Context: an optimization exercise on an open-source flow, tuned for small area, a short achievable clock period and few clock cycles. The choices shown serve that exercise and are no tape-out recipe.
The RTL was checked by simulation tests, not by an equivalence proof against the original design.
No activity file was given, so power comes from the tool's default toggle rates.

== the reference run ==
==> flow/design.v <==
`timescale 1ns/10ps
`default_nettype none
module cpu_core (
    input  logic        clk,
    input  logic        arst_n,
    output logic [15:0] imem_addr,
    input  logic [31:0] imem_rdata,
    output logic [15:0] dmem_addr,
    output logic [15:0] dmem_wdata,
    output logic        dmem_we,
    output logic        dmem_re,
    input  logic [15:0] dmem_rdata
);
    logic        boot;         
    logic [15:0] fa;           
    logic        kill;         
    logic        zf, tf;
    logic [15:0] regs [16];
    logic        e_v;
    logic        e_we_d, e_fl_d, e_ld_d, e_st_d, e_inv;
    logic        e_sum_d, e_and_d, e_or_d, e_slt_d, e_pass_d;
    logic        e_we, e_fl, e_ld, e_st;
    logic        e_s_sum, e_s_and, e_s_or, e_s_slt, e_s_pass;
    logic [3:0]  e_wa;
    logic [15:0] e_a, e_b, e_sd;
    logic [15:0] ar, wd;
    logic        we_r, rd_v;
    logic [3:0]  rd_rt;
    logic        wb_v;
    logic [3:0]  wb_rt;
    assign e_we     = e_v && e_we_d;
    assign e_fl     = e_v && e_fl_d;
    assign e_ld     = e_v && e_ld_d;
    assign e_st     = e_v && e_st_d;
    assign e_s_sum  = e_v && e_sum_d;
    assign e_s_and  = e_v && e_and_d;
    assign e_s_or   = e_v && e_or_d;
    assign e_s_slt  = e_v && e_slt_d;
    assign e_s_pass = e_v && e_pass_d;
    logic [15:0] bx, sum, res;
    logic        lt;
    assign bx  = e_b;
    assign sum = e_a + bx + {15'd0, e_inv};
    assign lt  = (e_a[15] & bx[15]) | ((e_a[15] ^ bx[15]) & sum[15]);
    assign res = ({16{e_s_sum}}  & sum)
               | ({16{e_s_and}}  & (e_a & e_b))
               | ({16{e_s_or}}   & (e_a | e_b))
               | ({16{e_s_pass}} & e_b)
               | {15'd0, e_s_slt & lt};
    logic [15:0] zk;
    logic        z_sum, zf_new, tf_new;
    assign zk     = (e_a ^ bx) ^ {e_a[14:0] | bx[14:0], e_inv};
    assign z_sum  = ~|zk;
    assign zf_new = (e_s_sum & z_sum)
                  | (e_s_and & ~|(e_a & e_b))
                  | (e_s_or  & ~|(e_a | e_b))
                  | (e_s_slt & ~lt);
    assign tf_new = res[0];
    logic [5:0]  op;
    logic [3:0]  rs, rt, rd;
    logic [15:0] imm;
    logic [5:0]  fn;
    assign op  = imem_rdata[31:26];
    assign rs  = imem_rdata[25:22];
    assign rt  = imem_rdata[21:18];
    assign imm = imem_rdata[15:0];
    assign rd  = imm[15:12];
    assign fn  = imm[5:0];
    logic is_r, r_alu, r_jr, is_load, is_store, is_j, is_jal, is_br, is_lit, is_alui;
    assign is_r     = (op == 6'h00);
    assign r_alu    = is_r && (fn == 6'h20 || fn == 6'h22 || fn == 6'h24 || fn == 6'h25 || fn == 6'h2a);
    assign r_jr     = is_r && (fn == 6'h08);
    assign is_load  = (op == 6'h01);
    assign is_store = (op == 6'h02);
    assign is_j     = (op == 6'h03);
    assign is_jal   = (op == 6'h04);
    assign is_br    = (op == 6'h05) || (op == 6'h06) || (op == 6'h07) || (op == 6'h08);
    assign is_lit   = (op == 6'h09);
    assign is_alui  = (op == 6'h0a) || (op == 6'h0b) || (op == 6'h0c) || (op == 6'h0d);
    logic        d_we;
    logic [3:0]  d_wa;
    assign d_we = r_alu || is_alui || is_lit || is_jal;
    assign d_wa = is_r ? rd : (is_jal ? 4'd15 : rt);
    logic [15:0] rs_rf, rt_rf, rs_v, rt_v;
    always_comb begin
        rs_rf = '0;
        rt_rf = '0;
        for (int i = 0; i < 16; i++) begin
            rs_rf = rs_rf | (regs[i] & {16{rs == 4'(i)}});
            rt_rf = rt_rf | (regs[i] & {16{rt == 4'(i)}});
        end
    end
    logic rs_e, rs_w, rt_e, rt_w;
    assign rs_e = e_we && e_wa == rs;
    assign rs_w = !rs_e && wb_v && wb_rt == rs;
    assign rt_e = e_we && e_wa == rt;
    assign rt_w = !rt_e && wb_v && wb_rt == rt;
    assign rs_v = ({16{rs_e}} & res) | ({16{rs_w}} & dmem_rdata) | ({16{!rs_e && !rs_w}} & rs_rf);
    assign rt_v = ({16{rt_e}} & res) | ({16{rt_w}} & dmem_rdata) | ({16{!rt_e && !rt_w}} & rt_rf);
    logic dv, haz, dexec;
    assign dv    = !boot && !kill && !rd_v;
    assign haz   = e_ld && (rs == e_wa || rt == e_wa);
    assign dexec = dv && !haz;
    logic zf_c, tf_c, cond, taken;
    assign zf_c = e_fl ? zf_new : zf;
    assign tf_c = e_fl ? tf_new : tf;
    always_comb begin
        case (op[1:0])
            2'b01:   cond = zf_c;     
            2'b10:   cond = !zf_c;    
            2'b11:   cond = tf_c;     
            default: cond = !tf_c;    
        endcase
    end
    assign taken = dexec && is_br && cond;
    logic        jmp, refetch, s_imm, s_rs, s_dec, s_hold, s_inc;
    logic [15:0] bt, fa_inc, fa_dec, fa_other, fa_next;
    logic        kill_next;
    assign jmp     = dexec && (is_j || is_jal || r_jr);
    assign refetch = dv && haz;                       
    assign bt      = fa + imm;
    always_comb begin
        for (int i = 0; i < 16; i++) begin
            fa_inc[i] = fa[i] ^ (&(fa | ~((16'd1 << i) - 16'd1)));
            fa_dec[i] = fa[i] ^ (~|(fa & ((16'd1 << i) - 16'd1)));
        end
    end
    assign s_imm  = jmp && is_j;
    assign s_rs   = jmp && !is_j;
    assign s_dec  = refetch;
    assign s_hold = !boot && !jmp && !refetch && e_ld;      
    assign s_inc  = !boot && !jmp && !refetch && !e_ld;
    assign fa_other = ({16{s_imm}}  & imm)
                    | ({16{s_rs}}   & rs_v)
                    | ({16{s_dec}}  & fa_dec)
                    | ({16{s_hold}} & fa)
                    | ({16{s_inc}}  & fa_inc);
    assign fa_next   = (taken && !boot) ? bt : fa_other;
    assign kill_next = boot || jmp || taken || (dv && haz);
    logic [15:0] rwd;
    assign rwd = res | ({16{wb_v}} & dmem_rdata);
    always_ff @(posedge clk) begin
        for (int i = 0; i < 16; i++) begin
            if (boot || (wb_v && wb_rt == 4'(i)) || (e_we && e_wa == 4'(i))) regs[i] <= rwd;
        end
    end
    always_ff @(posedge clk or negedge arst_n) begin
        if (!arst_n) boot <= 1'b1;
        else         boot <= 1'b0;
    end
    always_ff @(posedge clk) begin
        fa   <= fa_next;
        kill <= kill_next;
        if (boot) begin
            zf <= 1'b0;
            tf <= 1'b0;
        end else if (e_fl) begin
            zf <= zf_new;
            tf <= tf_new;
        end
        e_v      <= dexec;
        e_we_d   <= d_we;
        e_wa     <= d_wa;
        e_fl_d   <= r_alu || is_alui;
        e_ld_d   <= is_load;
        e_st_d   <= is_store;
        e_inv    <= (is_r && (fn == 6'h22 || fn == 6'h2a)) || op == 6'h0d;
        e_and_d  <= is_r ? (fn == 6'h24) : op == 6'h0b;
        e_or_d   <= is_r ? (fn == 6'h25) : op == 6'h0c;
        e_slt_d  <= is_r ? (fn == 6'h2a) : op == 6'h0d;
        e_pass_d <= is_lit || is_jal;
        e_sum_d  <= is_r ? (fn == 6'h20 || fn == 6'h22) : (op == 6'h0a);
        e_a      <= rs_v;
        e_b      <= (is_r ? rt_v : (is_jal ? fa : imm))
                    ^ {16{(is_r && (fn == 6'h22 || fn == 6'h2a)) || op == 6'h0d}};
        e_sd     <= rt_v;
        ar    <= sum;
        wd    <= e_sd;
        we_r  <= e_st && !boot;
        rd_v  <= e_ld && !boot;
        rd_rt <= e_wa;
        wb_v  <= rd_v && !boot && !(e_we && e_wa == rd_rt);    
        wb_rt <= rd_rt;
    end
    assign imem_addr  = fa;
    assign dmem_addr  = ar;
    assign dmem_wdata = wd;
    assign dmem_we    = we_r;
    assign dmem_re    = rd_v;
endmodule
`default_nettype wire
Settings: LEC_CHECK=0, ABC_AREA=1, CAP_MARGIN=20, CORE_MARGIN=2, CORE_UTILIZATION=60, CTS_CLUSTER_DIAMETER=100, CTS_CLUSTER_SIZE=20, SETUP_SLACK_MARGIN=5, SLEW_MARGIN=20; clock period 9.0 ns.
standard.sh (not shown) runs the stock make flow with config.mk's settings and CLKGATE_MAP_FILE= SYNTH_SCRIPT=/design/flow/synth_recipe.tcl, a recipe that flattens the netlist after the stock synthesis.
==> flow/flow/run.sh <==
#!/bin/bash
# Layout flow: the standard ORFS flow (standard.sh) with two changes:
#  - the port buffers are sky130_fd_sc_hd__buf_2 instead of the default pick;
#  - repair_timing aims at a setup margin of 5.7 ns instead of config.mk's 5.
# The SDC, floorplan, power grid, synthesis and all other steps are the standard ones.
# ORFS writes each step's full tool output to orfs/logs/; make's own output goes to
# standard.log here.
set -o pipefail
bash standard.sh \
    "BUFFER_PORTS_ARGS=-buffer_cell sky130_fd_sc_hd__buf_2" \
    SETUP_SLACK_MARGIN=5.7 \
    finish > standard.log 2>&1
Testbench counts of the reference run, summed over its fixed seeds: cycles 10,799.
Edits applied to the flow inputs when going from the reference run to the trial run:
-- flow/design.v --
<<< the reference run, line 19
    logic        e_v;
    logic        e_we_d, e_fl_d, e_ld_d, e_st_d, e_inv;
    logic        e_sum_d, e_and_d, e_or_d, e_slt_d, e_pass_d;
    logic        e_we, e_fl, e_ld, e_st;
    logic        e_s_sum, e_s_and, e_s_or, e_s_slt, e_s_pass;
    logic [3:0]  e_wa;
    logic [15:0] e_a, e_b, e_sd;
>>> the trial run, line 19
    logic        e_v;
    logic        e_we_d, e_fl_d, e_ld_d, e_st_d, e_inv;
    logic        e_add_d, e_and_d, e_or_d, e_slt_d;
    logic        e_we, e_fl, e_ld, e_st;
    logic        e_s_add, e_s_and, e_s_or, e_s_slt;
    logic [3:0]  e_wa;
    logic [15:0] e_a, e_b, e_sd;
<<< the reference run, line 33
    assign e_ld     = e_v && e_ld_d;
    assign e_st     = e_v && e_st_d;
    assign e_s_sum  = e_v && e_sum_d;
    assign e_s_and  = e_v && e_and_d;
    assign e_s_or   = e_v && e_or_d;
    assign e_s_slt  = e_v && e_slt_d;
    assign e_s_pass = e_v && e_pass_d;
    logic [15:0] bx, sum, res;
    logic        lt;
>>> the trial run, line 33
    assign e_ld     = e_v && e_ld_d;
    assign e_st     = e_v && e_st_d;
    assign e_s_add  = e_v && e_add_d;      
    assign e_s_and  = e_v && e_and_d;
    assign e_s_or   = e_v && e_or_d;
    assign e_s_slt  = e_v && e_slt_d;
    logic [15:0] bx, sum, res;
    logic        lt;
<<< the reference run, line 43
    assign sum = e_a + bx + {15'd0, e_inv};
    assign lt  = (e_a[15] & bx[15]) | ((e_a[15] ^ bx[15]) & sum[15]);
    assign res = ({16{e_s_sum}}  & sum)
               | ({16{e_s_and}}  & (e_a & e_b))
               | ({16{e_s_or}}   & (e_a | e_b))
               | ({16{e_s_pass}} & e_b)
               | {15'd0, e_s_slt & lt};
    logic [15:0] zk;
    logic        z_sum, zf_new, tf_new;
    assign zk     = (e_a ^ bx) ^ {e_a[14:0] | bx[14:0], e_inv};
    assign z_sum  = ~|zk;
    assign zf_new = (e_s_sum & z_sum)
                  | (e_s_and & ~|(e_a & e_b))
                  | (e_s_or  & ~|(e_a | e_b))
                  | (e_s_slt & ~lt);
    assign tf_new = res[0];
>>> the trial run, line 42
    assign sum = e_a + bx + {15'd0, e_inv};
    assign lt  = (e_a[15] & bx[15]) | ((e_a[15] ^ bx[15]) & sum[15]);
    logic [15:0] lgc;
    assign lgc = ({16{e_s_and}} & (e_a & e_b)) | ({16{e_s_or}} & (e_a | e_b));
    assign res = ({16{e_s_add}} & sum) | lgc | {15'd0, e_s_slt & lt};
    logic [15:0] zk;
    logic        z_sum, zf_new, tf_new;
    assign zk     = (e_a ^ bx) ^ {e_a[14:0] | bx[14:0], e_inv};
    assign z_sum  = ~|zk;
    assign zf_new = (e_s_add & z_sum)
                  | ((e_s_and | e_s_or) & ~|lgc)
                  | (e_s_slt & ~lt);
    assign tf_new = res[0];
<<< the reference run, line 169
        e_or_d   <= is_r ? (fn == 6'h25) : op == 6'h0c;
        e_slt_d  <= is_r ? (fn == 6'h2a) : op == 6'h0d;
        e_pass_d <= is_lit || is_jal;
        e_sum_d  <= is_r ? (fn == 6'h20 || fn == 6'h22) : (op == 6'h0a);
        e_a      <= rs_v;
        e_b      <= (is_r ? rt_v : (is_jal ? fa : imm))
                    ^ {16{(is_r && (fn == 6'h22 || fn == 6'h2a)) || op == 6'h0d}};
>>> the trial run, line 165
        e_or_d   <= is_r ? (fn == 6'h25) : op == 6'h0c;
        e_slt_d  <= is_r ? (fn == 6'h2a) : op == 6'h0d;
        e_add_d  <= is_r ? (fn == 6'h20 || fn == 6'h22) : (op == 6'h0a || is_lit || is_jal);
        e_a      <= rs_v & {16{!(is_lit || is_jal)}};
        e_b      <= (is_r ? rt_v : (is_jal ? fa : imm))
                    ^ {16{(is_r && (fn == 6'h22 || fn == 6'h2a)) || op == 6'h0d}};
Findings:
Of the two candidates, the reference run has the better worst hold slack across all endpoints and the trial run the worse one.
Summary — net count of the finished layout, the trial run relative to the reference run: higher, by 2.7%.
When the trial run is measured against the reference run, its initial antenna violation count turns out 1 lower.
Between the reference run and the trial run, utilization increased.
The trial run and the reference run ended up with roughly the same number of sequential cells in the layout.
Fraction of area in clock buffers and inverters across the trial run and the reference run: no real change.
Final cell count (the trial run over the reference run): increase, 2.3%
The higher internal power contribution of the trial run and the reference run is in the trial run.
Any difference in number of clock sinks between the trial run and the reference run is small enough to ignore.
Testbench counts of the trial run, summed over its fixed seeds: cycles 10,799.

static timing again, ports no longer ideal:
In the flow no input, the clock included, has a driving cell. The finished layouts below were timed again as built, in two steps.
Step 1 assumes that a clkbuf_16 drives the clock port and a buf_2 every other input.
Step 2 also shifts input and output timing later by t, the mid clock arrival at the registers, as if the neighbouring blocks saw the same clock.
Slacks: ideal / step 1 / step 2; pairs: ideal / step 1.
| run | t (ns) | setup slack, ns | hold WS [ns] | worst data-port slew with drivers (ns) | pins driven straight from the clock port |
|---|---|---|---|---|---|
| the reference run | 0.628 | 5.691 / 5.716 / 5.088 | 0.333 / 0.333 / 0.333 | 0.07 | 1 |
| the trial run | 0.619 | 5.620 / 5.654 / 5.034 | 0.315 / 0.315 / 0.315 | 0.08 | 1 |
After both steps setup and hold are still met in every run listed. The setup slack of the reference run, which loses most, moves by +0.025 ns with the drivers and by -0.603 ns with both steps.
